From an optimization exercise on the open Yosys and OpenROAD flow, aimed at small area, a short achievable clock period and few clock cycles per item; shortcuts taken in it are not production practice.
In this exercise RTL edits were held to simulation tests only and were not proved equivalent to the original.
Power figures rest on the tool's default switching activity, not on a simulated workload.

--- flow/run.sh ---
#!/bin/bash
# synth_recipe.tcl (not shown) runs the flow's synth.tcl, then flattens the netlist and writes it again
# the make line also repeats each setting of config.mk as NAME=value (left out here)
make -C /OpenROAD-flow-scripts/flow DESIGN_CONFIG=/design/flow/config.mk WORK_HOME=/design/flow/orfs CLKGATE_MAP_FILE= SYNTH_SCRIPT=/design/flow/synth_recipe.tcl finish
--- flow/config.mk ---
export PLATFORM = sky130hd
export DESIGN_NAME = section_address_translator
export DESIGN_NICKNAME = section_address_translator
export VERILOG_FILES = /design/flow/design.v
export SDC_FILE = /design/flow/constraint.sdc
export NUM_CORES = 4
export LEC_CHECK = 0
export CAP_MARGIN = 20
export CORE_MARGIN = 2
export CORE_UTILIZATION = 40
export SLEW_MARGIN = 20
--- flow/constraint.sdc ---
create_clock -name core_clock -period 8.0 [get_ports {clk}]
set_input_delay 1.6000 -clock core_clock [delete_from_list [all_inputs] [get_ports {clk}]]
set_output_delay 1.6000 -clock core_clock [all_outputs]
set_load 0.01 [all_outputs]
--- flow/design.v ---
package sat_pkg;
  typedef enum logic [1:0] {
    OP_CLEAR = 2'd0,
    OP_LOAD  = 2'd1,
    OP_V2F   = 2'd2,
    OP_F2V   = 2'd3
  } op_t;
  typedef enum logic [1:0] {
    STATUS_OK   = 2'd0,
    STATUS_MISS = 2'd1,
    STATUS_FULL = 2'd2
  } status_t;
  typedef enum logic [0:0] {
    CFG_FILE_ALIGN = 1'b0,
    CFG_SECT_ALIGN = 1'b1
  } cfg_reg_t;
  typedef enum logic [2:0] {
    ST_IDLE,
    ST_DIV,
    ST_RD,
    ST_CMP,
    ST_DONE
  } state_t;
  localparam int unsigned ADDR_W     = 32;
  localparam int unsigned COUNT_W    = 5;
  localparam int unsigned DIV_STEPS  = ADDR_W;
  localparam int unsigned STEP_W     = $clog2(DIV_STEPS);
  localparam logic [ADDR_W-1:0] FILE_ALIGN_RST = 32'd512;
  localparam logic [ADDR_W-1:0] SECT_ALIGN_RST = 32'd4096;
  localparam logic [ADDR_W-1:0] ALL_ONES       = '1;
  typedef struct packed {
    op_t               op;
    logic [ADDR_W-1:0] address;
    logic [ADDR_W-1:0] raw_start;
    logic [ADDR_W-1:0] raw_size;
    logic [ADDR_W-1:0] virt_start;
    logic [ADDR_W-1:0] virt_size;
  } in_item_t;
  typedef struct packed {
    status_t            status;
    logic [ADDR_W-1:0]  translated;
    logic [ADDR_W-1:0]  raw_end_rounded;
    logic [ADDR_W-1:0]  virt_end_rounded;
    logic [COUNT_W-1:0] entry_count;
  } out_item_t;
  typedef struct packed {
    logic [ADDR_W-1:0] raw_begin;
    logic [ADDR_W-1:0] raw_end;
    logic [ADDR_W-1:0] virt_begin;
    logic [ADDR_W-1:0] virt_end;
  } region_t;
  typedef struct packed {
    logic capture;
    logic div_step;
    logic rd_issue;
    logic cmp;
    logic idx_inc;
    logic finish;
  } sat_cmd_t;
  typedef struct packed {
    op_t  new_op;
    op_t  op;
    logic div_last;
    logic cnt_zero;
    logic hit;
    logic idx_last;
  } sat_stat_t;
endpackage
module sat_ctrl (
  input  logic      clk,
  input  logic      rst_n,
  input  logic      in_valid,
  output logic      in_ready,
  output logic      out_valid,
  input  logic      out_ready,
  input  sat_pkg::sat_stat_t st,
  output sat_pkg::sat_cmd_t  cmd
);
  sat_pkg::state_t state_r, state_nxt;
  logic   out_valid_r, out_valid_nxt;
  logic   slot_free;
  assign slot_free = !out_valid_r || out_ready;
  always_comb begin
    state_nxt = state_r;
    unique case (state_r)
      sat_pkg::ST_IDLE: begin
        if (in_valid) begin
          unique case (st.new_op)
            sat_pkg::OP_CLEAR: state_nxt = sat_pkg::ST_DONE;
            sat_pkg::OP_LOAD:  state_nxt = sat_pkg::ST_DIV;
            sat_pkg::OP_V2F,
            sat_pkg::OP_F2V:   state_nxt = st.cnt_zero ? sat_pkg::ST_DONE : sat_pkg::ST_RD;
          endcase
        end
      end
      sat_pkg::ST_DIV: begin
        if (st.div_last) state_nxt = sat_pkg::ST_DONE;
      end
      sat_pkg::ST_RD:  state_nxt = sat_pkg::ST_CMP;
      sat_pkg::ST_CMP: begin
        if (st.hit || st.idx_last) state_nxt = sat_pkg::ST_DONE;
        else state_nxt = sat_pkg::ST_RD;
      end
      sat_pkg::ST_DONE: begin
        if (slot_free) state_nxt = sat_pkg::ST_IDLE;
      end
      default: state_nxt = sat_pkg::ST_IDLE;
    endcase
  end
  always_comb begin
    cmd      = '0;
    in_ready = 1'b0;
    unique case (state_r)
      sat_pkg::ST_IDLE: begin
        in_ready    = 1'b1;
        cmd.capture = in_valid;
      end
      sat_pkg::ST_DIV: cmd.div_step = 1'b1;
      sat_pkg::ST_RD:  cmd.rd_issue = 1'b1;
      sat_pkg::ST_CMP: begin
        cmd.cmp     = 1'b1;
        cmd.idx_inc = !st.hit && !st.idx_last;
      end
      sat_pkg::ST_DONE: cmd.finish = slot_free;
      default: cmd = '0;
    endcase
  end
  always_comb begin
    out_valid_nxt = out_valid_r;
    if (cmd.finish) out_valid_nxt = 1'b1;
    else if (out_ready) out_valid_nxt = 1'b0;
  end
  always_ff @(posedge clk) begin
    if (!rst_n) begin
      state_r     <= sat_pkg::ST_IDLE;
      out_valid_r <= 1'b0;
    end else begin
      state_r     <= state_nxt;
      out_valid_r <= out_valid_nxt;
    end
  end
  assign out_valid = out_valid_r;
endmodule
module sat_dp #(
  parameter int unsigned MAX_SECTIONS = 16
) (
  input  logic              clk,
  input  logic              rst_n,
  input  logic              cfg_we,
  input  logic [0:0]        cfg_index,
  input  logic [sat_pkg::ADDR_W-1:0] cfg_data,
  input  sat_pkg::in_item_t          in_data,
  input  sat_pkg::sat_cmd_t          cmd,
  output sat_pkg::sat_stat_t         st,
  output sat_pkg::out_item_t         out_data
);
  localparam int unsigned IDX_W = (MAX_SECTIONS > 1) ? $clog2(MAX_SECTIONS) : 1;
  localparam int unsigned CNT_W = $clog2(MAX_SECTIONS + 1);
  localparam int unsigned CW    = sat_pkg::COUNT_W;
  localparam int unsigned SW    = sat_pkg::STEP_W;
  logic [sat_pkg::ADDR_W-1:0] file_align_r, sect_align_r;
  logic [CNT_W-1:0]  count_r, count_nxt;
  logic [IDX_W-1:0]  idx_r;
  logic [sat_pkg::STEP_W-1:0] step_r;
  logic              hit_r;
  sat_pkg::in_item_t          item_r;
  logic [sat_pkg::ADDR_W-1:0] trans_r;
  sat_pkg::out_item_t         out_r, out_nxt;
  sat_pkg::region_t           rd_data_r, wr_entry;
  logic [4*sat_pkg::ADDR_W-1:0] mem [0:MAX_SECTIONS-1];
  logic [1:0][sat_pkg::ADDR_W-1:0] align, end_r, dvd_r, rem_r, rem_step, rounded;
  logic [1:0][sat_pkg::ADDR_W:0]   shift_val;
  logic [sat_pkg::ADDR_W-1:0]      lo, hi, other;
  logic                   hit, full, wr_en;
  always_ff @(posedge clk) begin
    if (!rst_n) begin
      file_align_r <= sat_pkg::FILE_ALIGN_RST;
      sect_align_r <= sat_pkg::SECT_ALIGN_RST;
    end else if (cfg_we) begin
      unique case (cfg_index)
        sat_pkg::CFG_FILE_ALIGN: file_align_r <= cfg_data;
        sat_pkg::CFG_SECT_ALIGN: sect_align_r <= cfg_data;
      endcase
    end
  end
  assign align[0] = file_align_r;
  assign align[1] = sect_align_r;
  always_comb begin
    for (int k = 0; k < 2; k++) begin
      shift_val[k] = {rem_r[k], dvd_r[k][sat_pkg::ADDR_W-1]};
      if (shift_val[k] >= {1'b0, align[k]}) begin
        rem_step[k] = shift_val[k][sat_pkg::ADDR_W-1:0] - align[k];
      end else begin
        rem_step[k] = shift_val[k][sat_pkg::ADDR_W-1:0];
      end
      if (align[k] == '0 || rem_r[k] == '0) begin
        rounded[k] = end_r[k];
      end else begin
        rounded[k] = end_r[k] - rem_r[k] + align[k];
      end
    end
  end
  always_ff @(posedge clk) begin
    if (cmd.capture) begin
      item_r   <= in_data;
      end_r[0] <= in_data.raw_start + in_data.raw_size;
      end_r[1] <= in_data.virt_start + in_data.virt_size;
      dvd_r[0] <= in_data.raw_start + in_data.raw_size;
      dvd_r[1] <= in_data.virt_start + in_data.virt_size;
      rem_r    <= '0;
      step_r   <= '0;
    end else if (cmd.div_step) begin
      rem_r    <= rem_step;
      dvd_r[0] <= dvd_r[0] << 1;
      dvd_r[1] <= dvd_r[1] << 1;
      step_r   <= step_r + 1'b1;
    end
    if (cmd.cmp && hit) begin
      trans_r <= other + item_r.address - lo;
    end
  end
  always_comb begin
    if (item_r.op == sat_pkg::OP_V2F) begin
      lo    = rd_data_r.virt_begin;
      hi    = rd_data_r.virt_end;
      other = rd_data_r.raw_begin;
    end else begin
      lo    = rd_data_r.raw_begin;
      hi    = rd_data_r.raw_end;
      other = rd_data_r.virt_begin;
    end
  end
  assign hit = (item_r.address >= lo) && (item_r.address <= hi);
  always_ff @(posedge clk) begin
    if (!rst_n) begin
      hit_r   <= 1'b0;
      idx_r   <= '0;
      count_r <= '0;
    end else begin
      if (cmd.capture) begin
        hit_r <= 1'b0;
        idx_r <= '0;
      end else begin
        if (cmd.cmp && hit) hit_r <= 1'b1;
        if (cmd.idx_inc) idx_r <= idx_r + 1'b1;
      end
      if (cmd.finish) count_r <= count_nxt;
    end
  end
  always_ff @(posedge clk) begin
    if (cmd.rd_issue) rd_data_r <= mem[idx_r];
  end
  always_ff @(posedge clk) begin
    if (wr_en) mem[count_r[IDX_W-1:0]] <= wr_entry;
  end
  assign full  = (count_r >= CNT_W'(MAX_SECTIONS));
  assign wr_en = cmd.finish && (item_r.op == sat_pkg::OP_LOAD) && !full;
  always_comb begin
    wr_entry.raw_begin  = item_r.raw_start;
    wr_entry.raw_end    = end_r[0];
    wr_entry.virt_begin = item_r.virt_start;
    wr_entry.virt_end   = end_r[1];
  end
  always_comb begin
    count_nxt = count_r;
    if (item_r.op == sat_pkg::OP_CLEAR) count_nxt = '0;
    else if (wr_en) count_nxt = count_r + 1'b1;
  end
  always_comb begin
    out_nxt             = '0;
    out_nxt.status      = sat_pkg::STATUS_OK;
    out_nxt.entry_count = CW'(count_nxt);
    unique case (item_r.op)
      sat_pkg::OP_CLEAR: out_nxt.status = sat_pkg::STATUS_OK;
      sat_pkg::OP_LOAD: begin
        out_nxt.status           = full ? sat_pkg::STATUS_FULL : sat_pkg::STATUS_OK;
        out_nxt.raw_end_rounded  = rounded[0];
        out_nxt.virt_end_rounded = rounded[1];
      end
      sat_pkg::OP_V2F,
      sat_pkg::OP_F2V: begin
        out_nxt.status     = hit_r ? sat_pkg::STATUS_OK : sat_pkg::STATUS_MISS;
        out_nxt.translated = hit_r ? trans_r : sat_pkg::ALL_ONES;
      end
    endcase
  end
  always_ff @(posedge clk) begin
    if (cmd.finish) out_r <= out_nxt;
  end
  assign out_data = out_r;
  always_comb begin
    st          = '0;
    st.new_op   = in_data.op;
    st.op       = item_r.op;
    st.div_last = (step_r == SW'(sat_pkg::DIV_STEPS - 1));
    st.cnt_zero = (count_r == '0);
    st.hit      = hit;
    st.idx_last = ((CNT_W'(idx_r) + 1'b1) == count_r);
  end
endmodule
module section_address_translator (
  input  logic               clk,
  input  logic               rst_n,
  input  logic               cfg_we,
  input  logic [0:0]         cfg_index,
  input  logic [sat_pkg::ADDR_W-1:0]  cfg_data,
  input  logic               in_valid,
  output logic               in_ready,
  input  logic [1:0]         in_op,
  input  logic [sat_pkg::ADDR_W-1:0]  in_address,
  input  logic [sat_pkg::ADDR_W-1:0]  in_raw_start,
  input  logic [sat_pkg::ADDR_W-1:0]  in_raw_size,
  input  logic [sat_pkg::ADDR_W-1:0]  in_virt_start,
  input  logic [sat_pkg::ADDR_W-1:0]  in_virt_size,
  output logic               out_valid,
  input  logic               out_ready,
  output logic [1:0]         out_status,
  output logic [sat_pkg::ADDR_W-1:0]  out_translated,
  output logic [sat_pkg::ADDR_W-1:0]  out_raw_end_rounded,
  output logic [sat_pkg::ADDR_W-1:0]  out_virt_end_rounded,
  output logic [sat_pkg::COUNT_W-1:0] out_entry_count
);
  localparam int unsigned MAX_SECTIONS = 16;
  typedef sat_pkg::op_t op_t;
  sat_pkg::sat_cmd_t  cmd;
  sat_pkg::sat_stat_t st;
  sat_pkg::in_item_t  in_data;
  sat_pkg::out_item_t out_data;
  assign in_data.op         = op_t'(in_op);
  assign in_data.address    = in_address;
  assign in_data.raw_start  = in_raw_start;
  assign in_data.raw_size   = in_raw_size;
  assign in_data.virt_start = in_virt_start;
  assign in_data.virt_size  = in_virt_size;
  assign out_status           = out_data.status;
  assign out_translated       = out_data.translated;
  assign out_raw_end_rounded  = out_data.raw_end_rounded;
  assign out_virt_end_rounded = out_data.virt_end_rounded;
  assign out_entry_count      = out_data.entry_count;
  sat_ctrl u_ctrl (
    .clk       (clk),
    .rst_n     (rst_n),
    .in_valid  (in_valid),
    .in_ready  (in_ready),
    .out_valid (out_valid),
    .out_ready (out_ready),
    .st        (st),
    .cmd       (cmd)
  );
  sat_dp #(
    .MAX_SECTIONS (MAX_SECTIONS)
  ) u_dp (
    .clk       (clk),
    .rst_n     (rst_n),
    .cfg_we    (cfg_we),
    .cfg_index (cfg_index),
    .cfg_data  (cfg_data),
    .in_data   (in_data),
    .cmd       (cmd),
    .st        (st),
    .out_data  (out_data)
  );
endmodule
==> flow_summary.yaml <==
clock_tree:
  htreeDepth: 5
  postCtsSetupRepairBufs: 0
  cts_buffers: 288
  cts_sinks: 2684
  clk_pin_slew_worst_paths_ps: 70
  cts_hold_buffers: 0
  ctsResizeCount: 0
  cts_tree: "done"
  ctsLongestPathBuffers: 4
  insertion_delay_ps: 870
  root_buffer: "clkbuf_16"
timing:
  hold_viol_final: 0
  finalSetupViolCount: 0
  setup_ws_ps: 2470
  maxSlewHeadroom: 0.223
  fmax_ghz: 0.181
  worst_pin_slew_ps: 1170
  fin_crit_ps: 5530
  skew_ps: 59.2
  rsz0062_at_grt: "false"
  finalSetupTns_ps: 0
  maxSlewViolCount: 0
  post-route-period-util: 0.691
placement:
  dp_hpwl_um: 210000
  pre_cts_ws_ps: 2480
  gp_congestion: 0.929
  post_dp_cell_area_sq_mm: 0.124
  io_buffers: 304
synthesis:
  synth_seq_cells: 2684
  async_reset_ff_frac: 0
  synth_edf_count: 2537
  synth_ff_type: "edfxtp_1"
  syn-num-nets: 7375
  synth.area.top_cells: "edfxtp_1 66%, mux4_2 12%, ha_1 3.5%, dfxtp_1 2.5%, nand2_1 1.4%"
  synth_most_common_cell: "edfxtp_1"
  synthDistinctLibCells: 97
  avgSynthCellArea_sq_um: 17.1
  synth_top_area_frac: 0.657
  synth_warnings: 2
  syn_inst: 6786
  synthTopCellsByCount: "2537 x edfxtp_1, 627 x mux4_2, 431 x nand2_1"
  yosys.area.top_type: "edfxtp_1"
  yosysSeqAreaShare: 0.683
  netlist_area_sq_mm: 0.116
critical_path:
  crit_required_ps: 8570
  path_cells: "buf_4 -> nor2b_4 -> nand2_1 -> nand2_1 -> ha_1 -> inv_1 -> ha_1 -> a211oi_1 -> nor2_1 -> o31ai_1 -> o221ai_1 -> a2111oi_0 -> o21ai_0 -> a31o_2 -> a21oi_1 -> xnor2_1"
  slowest_delay_ps: 810
  critPathLaunch: "u_dp.item_r[161]"
  cp-end-kind: "register"
  critical_path_arrival_ps: 6100
  cp_slowest_cell: "a2111oi_0"
  timing.rr.start: "u_dp.item_r[161]"
  path_class: "register to register"
  crit_path_start_kind: "register"
  cp_max_fo: 39
cells_and_area:
  final_core_utilization: 0.463
  final-seq-area_sq_mm: 0.0791
  finalInstanceArea_sq_mm: 0.134
  multi_input_area_sq_mm: 0.0347
  area_growth_pct: 15.2
  fill_cells: 24300
  drive_above_1_share: 0.172
  finish.net_count: 7840
die:
  start_util: 0.402
  die-area_sq_mm: 0.294
  rows: 197
  io_pins: 305
  fp.coreArea_sq_mm: 0.288
  fp.dieW_um: 542
  dieHeight_um: 542
grt:
  antenna_found_initial: 19
  grt_pass1_wl_um: 475000
  grt_max_degree: 107
  track_usage: 0.225
  grt_pass1_vias: 65100
  grt_remaining_overflow: 0
routing:
  first_pass_iters: 6
  ant_nets: 0
  routed_via_density: 5.78
  drt-total-wl_um: 335000
  vias: 65100
  drt_iter0_drc: 7704
  wire_per_inst_um: 29.8
  drcViolationCount: 0
run_status:
  status: "complete, no violations"
hold_path:
  min_from: "u_dp.step_r[4]"
  min_path_type: "register to register"
power:
  p_total_uw: 38300
  combPwrFrac: 0.224
  p_switching_uw: 11500
  power.share.clock: 0.346
  netSwitchingFraction: 0.299
  seqPwrFrac: 0.430
  ir_drop_uv: 561
  cell_internal_pwr_uw: 26900
  powerDensity_mw_per_mm2: 287
  p_leak_uw: 0.0445
flow_run:
  drv_cap: 0
-- sequential cells by signal, summed over array words and instances (netlist names), 32 cells and up --
signal,flops
u_dp.rd_data_r,128
u_dp.rem_r,64
u_dp.end_r,64
u_dp.out_r,103
u_dp.trans_r,32
u_dp.dvd_r,64
u_dp.mem,2048
u_dp.item_r,98
u_dp.file_align_r,32
u_dp.sect_align_r,32
-- power by group through the flow --
stage | Clock (uW) | Combinational (uW) | Sequential [uW]
6_report | 13300 | 8590 | 16500
2_1_floorplan | 0 | 5720 | 16700
3_3_place_gp | 0 | 8410 | 16800
3_5_place_dp | 0 | 8470 | 16800
4_1_cts | 13400 | 8520 | 16500
5_1_grt | 14000 | 9410 | 16500
-- routing by layer --
layer  wire (um)  up-vias  GRT usage
met4       10900        6     0.0699
met3       24100      456     0.0332
li1            -    27700          -
met5          39        -          0
met1      141000    34300      0.314
met2      160000     2667      0.364
-- per-stage QoR --
stage          instances  hold slack, ps
6_report           11300             473
2_1_floorplan       6786             441
3_5_place_dp       10700             467
5_1_grt            11200             494
3_3_place_gp       10700             447
4_1_cts            11200             467
-- final cells by class --
class / count / area share
antenna: 6 / 0.000112
clock buffer: 355 / 0.0574
clock inverter: 150 / 0.0118
inverter: 355 / 0.0101
multi-input combinational: 3481 / 0.260
sequential: 2684 / 0.593
tap: 3781 / 0.0354
timing repair buffer: 441 / 0.0329
-- worst max-delay path, delay by kind of cell, from the launching register on --
kind	cells	cell delay, ps
compound gates	7	2800
simple gates	4	1000
fa+ha+maj	2	500
buf+inv	2	470
flops	1	320
xor+xnor	1	110
-- cell usage in the layout (no fill, tap or decap), types with 15 or more instances in the layout --
master           netlist  final
a21oi_1              280    280
nand2_1              431    430
fa_1                  67     67
o21a_1                38     38
dfxtp_1              147    143
o21bai_1              27     27
inv_1                355    352
xnor2_1              143    143
mux2_2                36     36
buf_12                 0     26
a211oi_1              35     35
buf_4                  2    111
o211ai_1              17     17
mux2i_1              110    110
nand2b_1              32     28
clkinv_2               0     49
xor2_1                73     73
nand4_1               39     39
mux4_2               627    627
and2_1                22     21
a21o_1               102    102
clkbuf_16              0    295
nand3_1               55     55
ha_1                 322    322
edfxtp_1            2537   2537
clkinv_1               0     39
nor2b_1               56     54
clkbuf_1             190     54
nor4_1                41     40
a21boi_0             102    102
nor3_1                55     50
nor2_1               310    297
a31oi_1               30     30
o21ai_0              165    165
and3_1                28     28
o31ai_1               15     15
a211o_1               37     37
clkdlybuf4s50_1        0    303
bufinv_16              0     30
-- logic make-up after synthesis --
group / after synthesis / synth area share
flops: 2684 / 0.683
simple gates: 1125 / 0.0442
compound gates: 977 / 0.0553
mux: 774 / 0.135
buf+inv: 621 / 0.0204
fa+ha+maj: 389 / 0.0463
xor+xnor: 216 / 0.0163
-- worst paths after layout --
check             cells past startpoint          endpoint  slack [ps]
setup reg to reg                     16  u_dp.trans_r[29]        2470
setup / recovery                     16  u_dp.trans_r[29]        2470
hold reg to reg                       2    u_dp.step_r[4]         470
hold / removal                        2    u_dp.step_r[4]         470
Testbench counts, summed over its fixed seeds: cycles 45,904, items 2,486.

## re-timing with driven ports
Ports are ideal in the flow. The routed layout listed here was re-timed in OpenROAD.
Step 1 sets driving cells, clkbuf_16 on the clock port and buf_2 on the other inputs (assumed; they add their load-dependent delay and slew).
Step 2 adds t to the input delays and takes it off the output delays; t is the mean of the earliest and latest rising clock arrival at the registers after step 1. Input paths then give back, and output paths get back, about the clock's delay inside the block.
Three values: no drivers, after step 1, after step 2; two values: the first two.
t (ns): 0.935
setup WS [ns]: 2.472 / 2.472 / 2.417
hold slack, ns: 0.473 / 0.473 / 0.473
clock arrival spread, ns: 0.076 / 0.075
After both steps setup and hold are still met in this run. The setup slack of this run moves by 0.000 ns with the drivers and by -0.055 ns with both steps.
